From an optimization exercise on the open Yosys and OpenROAD flow, aimed at small area; shortcuts taken in it are not production practice. The RTL was checked by simulation tests, not by an equivalence proof against the original design. Power figures rest on the tool's default switching activity, not on a simulated workload.

File: design/flow/run.sh
#!/bin/bash
# synth_recipe.tcl (not shown) runs the flow's synth.tcl, then flattens the netlist and writes it again
# the make line also repeats each setting of config.mk as NAME=value (left out here)
make -C /OpenROAD-flow-scripts/flow DESIGN_CONFIG=/design/flow/config.mk WORK_HOME=/design/flow/orfs CLKGATE_MAP_FILE= SYNTH_SCRIPT=/design/flow/synth_recipe.tcl finish
File: design/flow/config.mk
export PLATFORM = sky130hd
export DESIGN_NAME = vga_top
export DESIGN_NICKNAME = vga_top
export VERILOG_FILES = /design/flow/design.v
export SDC_FILE = /design/flow/constraint.sdc
export NUM_CORES = 4
export LEC_CHECK = 0
export CAP_MARGIN = 20
export CORE_MARGIN = 2
export CORE_UTILIZATION = 40
export SLEW_MARGIN = 20
File: design/flow/constraint.sdc
create_clock -name core_clock -period 15.0 [get_ports {pixelclk}]
set_input_delay 3.0000 -clock core_clock [delete_from_list [all_inputs] [get_ports {pixelclk}]]
set_output_delay 3.0000 -clock core_clock [all_outputs]
set_load 0.01 [all_outputs]
File: design/flow/design.v
`timescale 1ns/1ps
`default_nettype none
module vga_top (
    input  wire logic   pixelclk,
    input  wire logic   rst,
    output logic [2:0]  rgb,         
    output logic        hsync,
    output logic        vsync
);
    logic [10:0] xo;
    logic [9:0]  yo;
    wire line_end = (xo == 11'd1392);
    always_ff @(posedge pixelclk) begin
        if (rst) begin
            xo <= 11'd1392;
            yo <= 10'd870;
        end else begin
            xo <= line_end ? 11'd65 : xo + 11'd1;
            if (line_end)
                yo <= (yo == 10'd870) ? 10'd65 : yo + 10'd1;
        end
    end
    wire hblank = (xo >= 11'd1089);                          
    logic [10:0] xr0, xr1, xr2;
    logic [10:0] yr0, yr1, yr2;
    logic [5:0]  wr0, wr1, wr2;      
    logic [1:0]  ph;
    logic        ini;                
    logic [1:0]  sel;
    logic        fb;                 
    wire pass_win = (xo[10:2] == 9'd16);                      
    wire upd      = pass_win && (yo == 10'd833);              
    wire ini_end  = pass_win && xo[1] && xo[0];
    function automatic logic [10:0] add11(logic [10:0] a, logic [10:0] b, logic ci);
        logic c;
        c = ci;
        for (int i = 0; i < 11; i++) begin
            add11[i] = a[i] ^ b[i] ^ c;
            c = (a[i] & b[i]) | (a[i] & c) | (b[i] & c);
        end
    endfunction
    logic [2:0] step;
    always_comb begin
        case (ph)
            2'd0:    step = 3'd2;
            2'd1:    step = 3'd3;
            default: step = 3'd4;
        endcase
    end
    wire [9:0] qx = xr0[9:0];
    wire [9:0] qy = yr0[9:0];
    wire [9:0] nqx = 10'(add11({1'b0, qx}, {11{~xr0[10]}} ^ {8'd0, step}, ~xr0[10]));
    wire [9:0] nqy = 10'(add11({1'b0, qy}, {11{~yr0[10]}} ^ {8'd0, step}, ~yr0[10]));
    wire bx = xr0[10] ? (nqx > 10'd973) : (nqx < 10'd59);
    wire by = yr0[10] ? (nqy > 10'd762) : (nqy < 10'd315);
    logic [10:0] xinit, yinit;
    always_comb begin
        case (ph)
            2'd0:    begin xinit = {1'b0, 10'd83};  yinit = {1'b0, 10'd328}; end
            2'd1:    begin xinit = {1'b1, 10'd913}; yinit = {1'b1, 10'd723}; end
            default: begin xinit = {1'b0, 10'd83};  yinit = {1'b0, 10'd339}; end
        endcase
    end
    function automatic logic [5:0] span_w(logic [5:0] k);
        case (k)
            6'd0: span_w = 6'd49;
            6'd1: span_w = 6'd49;
            6'd2: span_w = 6'd49;
            6'd3: span_w = 6'd49;
            6'd4: span_w = 6'd49;
            6'd5: span_w = 6'd49;
            6'd6: span_w = 6'd49;
            6'd7: span_w = 6'd49;
            6'd8: span_w = 6'd49;
            6'd9: span_w = 6'd49;
            6'd10: span_w = 6'd48;
            6'd11: span_w = 6'd48;
            6'd12: span_w = 6'd48;
            6'd13: span_w = 6'd48;
            6'd14: span_w = 6'd47;
            6'd15: span_w = 6'd47;
            6'd16: span_w = 6'd47;
            6'd17: span_w = 6'd47;
            6'd18: span_w = 6'd46;
            6'd19: span_w = 6'd46;
            6'd20: span_w = 6'd45;
            6'd21: span_w = 6'd45;
            6'd22: span_w = 6'd44;
            6'd23: span_w = 6'd44;
            6'd24: span_w = 6'd43;
            6'd25: span_w = 6'd43;
            6'd26: span_w = 6'd42;
            6'd27: span_w = 6'd42;
            6'd28: span_w = 6'd41;
            6'd29: span_w = 6'd40;
            6'd30: span_w = 6'd39;
            6'd31: span_w = 6'd39;
            6'd32: span_w = 6'd38;
            6'd33: span_w = 6'd37;
            6'd34: span_w = 6'd36;
            6'd35: span_w = 6'd35;
            6'd36: span_w = 6'd34;
            6'd37: span_w = 6'd33;
            6'd38: span_w = 6'd32;
            6'd39: span_w = 6'd31;
            6'd40: span_w = 6'd29;
            6'd41: span_w = 6'd28;
            6'd42: span_w = 6'd27;
            6'd43: span_w = 6'd25;
            6'd44: span_w = 6'd23;
            6'd45: span_w = 6'd21;
            6'd46: span_w = 6'd19;
            6'd47: span_w = 6'd17;
            6'd48: span_w = 6'd13;
            6'd49: span_w = 6'd9;
            6'd50: span_w = 6'd0;
            6'd51: span_w = 6'd0;
            6'd52: span_w = 6'd0;
            6'd53: span_w = 6'd0;
            6'd54: span_w = 6'd0;
            6'd55: span_w = 6'd0;
            6'd56: span_w = 6'd0;
            6'd57: span_w = 6'd0;
            6'd58: span_w = 6'd0;
            6'd59: span_w = 6'd0;
            6'd60: span_w = 6'd0;
            6'd61: span_w = 6'd0;
            6'd62: span_w = 6'd0;
            6'd63: span_w = 6'd0;
            default: span_w = 6'd0;
        endcase
    endfunction
    wire [10:0] dsum = add11({1'b0, yo}, {1'b0, qy}, hblank);    
    wire [5:0]  kabs = dsum[6] ? dsum[5:0] : 6'(7'd64 - {1'b0, dsum[5:0]});
    wire        dok  = dsum[10] && (dsum[9:7] == 3'd0) && (dsum[6] || dsum[5:0] != 6'd0);
    wire [5:0]  wnew = dok ? span_w(kabs) : 6'd0;
    always_ff @(posedge pixelclk) begin
        xr0 <= xr1;  xr1 <= xr2;
        yr0 <= yr1;  yr1 <= yr2;
        wr0 <= wr1;  wr1 <= wr2;
        wr2 <= wnew;
        if (ini) begin
            xr2 <= xinit;
            yr2 <= yinit;
        end else if (upd) begin
            xr2 <= {xr0[10] ^ bx, nqx};
            yr2 <= {yr0[10] ^ by, nqy};
        end else begin
            xr2 <= xr0;
            yr2 <= yr0;
        end
        if (rst) begin
            ph  <= 2'd0;
            ini <= 1'b1;
            sel <= 2'd3;
            fb  <= 1'b0;
        end else begin
            ph  <= (ph == 2'd2) ? 2'd0 : ph + 2'd1;
            if (ini_end)
                ini <= 1'b0;
            fb  <= upd && (fb || bx || by);
            if (upd && (bx || by) && (!fb || ph > sel))
                sel <= ph;
        end
    end
    function automatic logic in_span(logic [10:0] a, logic [9:0] q, logic [5:0] w);
        logic [10:0] s;
        logic [5:0]  c;
        logic        k;
        s = add11(a, {1'b0, q}, 1'b0);
        c = s[5:0] ^ {6{~s[6]}};
        k = s[6];        
        for (int i = 0; i < 6; i++)
            k = (w[i] & ~c[i]) | (w[i] & k) | (~c[i] & k);
        in_span = s[10] && (s[9:7] == 3'd0) && k && (w[5:3] != 3'd0);
    endfunction
    wire h0 = in_span(xo, xr0[9:0], wr0);
    wire h1 = in_span(xo, xr1[9:0], wr1);
    wire h2 = in_span(xo, xr2[9:0], wr2);
    logic b0, b1, b2;
    always_comb begin
        case (ph)
            2'd0:    begin b0 = h0; b1 = h1; b2 = h2; end
            2'd1:    begin b0 = h2; b1 = h0; b2 = h1; end
            default: begin b0 = h1; b1 = h2; b2 = h0; end
        endcase
    end
    wire in_frame = !hblank && (yo >= 10'd265) && (yo < 10'd833);
    wire in_band  = (yo < 10'd275) || (yo >= 10'd823) || (xo < 11'd75) || (xo >= 11'd1079);
    logic [2:0] color;
    always_comb begin
        color = 3'b000;
        if (in_frame) begin
            if (b0)           color = 3'b100;
            else if (b1)      color = 3'b010;
            else if (b2)      color = 3'b001;
            else if (in_band) color = (sel == 2'd0) ? 3'b100 : (sel == 2'd1) ? 3'b010 :
                                      (sel == 2'd2) ? 3'b001 : 3'b111;
        end
    end
    always_ff @(posedge pixelclk) begin
        if (rst) begin
            rgb   <= 3'b000;
            hsync <= 1'b1;
            vsync <= 1'b1;
        end else begin
            rgb   <= color;
            hsync <= !(xo >= 11'd1113 && xo < 11'd1249);
            vsync <= !(yo >= 10'd835 && yo < 10'd841);
        end
    end
endmodule
`default_nettype wire
==> run summary <==
met1 usage=23.8%; Routed WL per cell=17.4 um; most common cell in the netlist=dfxtp_1; DRC viols=0; final setup margin=8640 ps; global-route wire length before repair=26600 um; crit path DAT=6620 ps; worst-case vdd ir drop=126 uV; via count=5195; pre-CTS setup slack=8730 ps; Yosys warning total=1; Synth Flop Type=dfxtp_1; drt via density=5.46; setup TNS=0 ps; H-tree depth=4; Cells after Synth=716; clock sink count=116; worst-case clock skew=9.06 ps; core footprint=0.0165 sq mm; Initial DRC Count=379; critical path class=flop to flop; CP Launch Type=flop; largest net degree at the start of global routing=21; share of the synthesized area in the top cell type=34.7%; cts bufs inserted=17; Clock transition at path regs=60 ps; met2 GRT Util=32.0%; antenna cells=0; RSZ-0062 raised after global routing=false; root buffer cell=clkbuf_16; crit path max fanout=7; nature of the critical path endpoint=flop; Min-Delay Path Class=flop to flop; final hold violation count=0; Synthesized Nets=802; status=finished clean; max-slew violations=0; Starting Density=40.6%; final wirelength=16500 um; Worst slew margin=36.7%; final setup fails=0; layout cells sized above 1=6.57%; vias in the first global route=5119; Post-synth EDFFs=0; smallest hold slack=320 ps; total congestion overflow=0; Port Buffers=6; Clock Path Buffers=2; hold buffer count at CTS=0; initial antenna violation count=0; worst skew pair latency=420 ps; Placer Congestion=0.856; global-route usage over all layers=19.3%; post-synthesis area per instance=9.34 sq um; layout net count=804; grt peak-use layer=met2; pwr/cell area=246 mW/mm^2; Post-synth ARST share=0%; worst path required time=15260 ps; #FFs+latches synth=116; io pins=7; Leak=0.00299 uW; # resized after CTS=0; post-route minimum period=6360 ps; Routed Antenna Nets=0; Post-synth top cells=dfxtp_1 (116), inv_1 (82), nand2_1 (61); Detailed Routing Iterations Pass 1=5; placed cell areas=0.00692 sq mm; Synth Cell Area=0.00669 sq mm; fin area=0.00752 sq mm; final cell utilization of the core=45.7%; DIE WIDTH=133 um; Fmax achieved=157 MHz; Distinct cells, synth=66; Synth area leaders=dfxtp_1 (35%), fa_1 (16%), ha_1 (5.8%), inv_1 (4.6%), xnor2_1 (3.9%); Synth area leader=dfxtp_1; TritonCTS clock tree=yes; Area Growth Syn to Fin=12.6%; grt met3 use=4.79%; Tightest Pin Transition=946 ps; setup bufs post-CTS=0; Cell Rows=47; # Max-Cap Violations=0; Tcrit/Tclk final=42.4%; Detail Placement HPWL=12500 um; Die ar.=0.0178 sq mm; chip height=133 um; Seq/Total Area, Yosys=34.7%
layout make-up:
type                            instances  area [sq um]
Inverter                               83           312
Multi-Input combinational cell        491          3930
Timing Repair Buffer                    9          82.6
Fill cell                            1567          8940
Clock inverter                          8          96.3
Sequential cell                       116          2320
Clock buffer                           24           512
Tap cell                              220           275
worst paths after layout:
path | start | end | slack [ps] | depth (start not counted)
hold / removal | yr1[5] | yr0[5] | 320 | 0
hold reg to reg | yr1[5] | yr0[5] | 320 | 0
setup / recovery | xo[1] | wr2[2] | 8640 | 21
setup reg to reg | xo[1] | wr2[2] | 8640 | 21
metrics by stage:
step	cells	power [uW]
finish	951	1850
global route	951	2000
CTS	951	1850
detailed placement	919	1430
global placement	919	1390
floorplan	716	1200
metal layers:
layer	vias up	share of wire [%]	wire length (um)
li1	2485	-	-
met1	2538	44	7310
met2	130	48	8020
met3	40	4.3	716
met4	2	2.7	444
met5	-	0.30	50
power breakdown:
group / total [uW] / internal, uW / switching (uW)
sequential: 451 / 373 / 77.7
clock: 411 / 270 / 141
combinational: 987 / 380 / 607
total: 1850 / 1020 / 826
critical path, cell delays in order (launching register included):
cell	delay (ps)
dfxtp_1	360
inv_1	310
ha_1	250
nor3_1	60
a21oi_1	170
o21ai_0	170
fa_1	450
fa_1	400
fa_1	400
fa_1	390
fa_1	380
fa_1	360
inv_1	80
fa_1	530
o21ai_0	700
inv_1	290
ha_1	260
nand2_1	100
o211ai_1	110
o311a_1	160
a31oi_1	160
a211oi_1	100
logic make-up (layout without fill, tap and decap cells):
logic type	after synthesis	in the layout	synth area share (%)
AOI/OAI and AO/OA	160	160	16.1
DFF	116	116	34.7
buffers and inverters	109	124	6.55
xor gates and xnor gates	42	42	5.50
muxes	1	1	0.150
adders and majority gates	84	84	21.7
and+or+nand+nor	204	204	15.3
cells in the final DEF (no fill, tap or decap), drive strengths merged, types with 17 or more instances in the layout:
cell and instances:
nand3 25, clkbuf 24, o21ai 33, fa 53, a21oi 36, ha 31, nand2 61, xnor2 30
inv 83, dfxtp 116, nor3 17, nor2 47
registers in the layout (all words and copies together) (netlist names), 10 cells and up:
signal	flops
yr1	11
xr1	11
yr2	11
yr0	11
xo	11
xr0	11
xr2	11
yo	10

-- port drivers added, routing unchanged --
In the flow no input, the clock included, has a driving cell. The finished layout below was timed again as built, in two steps.
Step 1 sets driving cells, clkbuf_16 on the clock port and buf_2 on the other inputs (assumed; they add their load-dependent delay and slew).
Step 2 moves the port delays by t, midway between the first and last clock arrival at a register: inputs arrive t later, outputs are due t later. That takes back most of the time a late clock gives input paths.
a / b / c = ideal ports / drivers / drivers and shift; a / b = the first two.
t, ns: 0.457
slack for setup (ns): 8.645 / 8.645 / 8.645
worst hold slack (ns): 0.320 / 0.320 / 0.320
latest minus earliest clock arrival (ns): 0.010 / 0.010
worst slew at a driven data input, ns: 0.03
After both steps setup and hold are still met in this run. For this run, drivers alone change the setup slack by 0.000 ns; drivers and shift together by 0.000 ns.
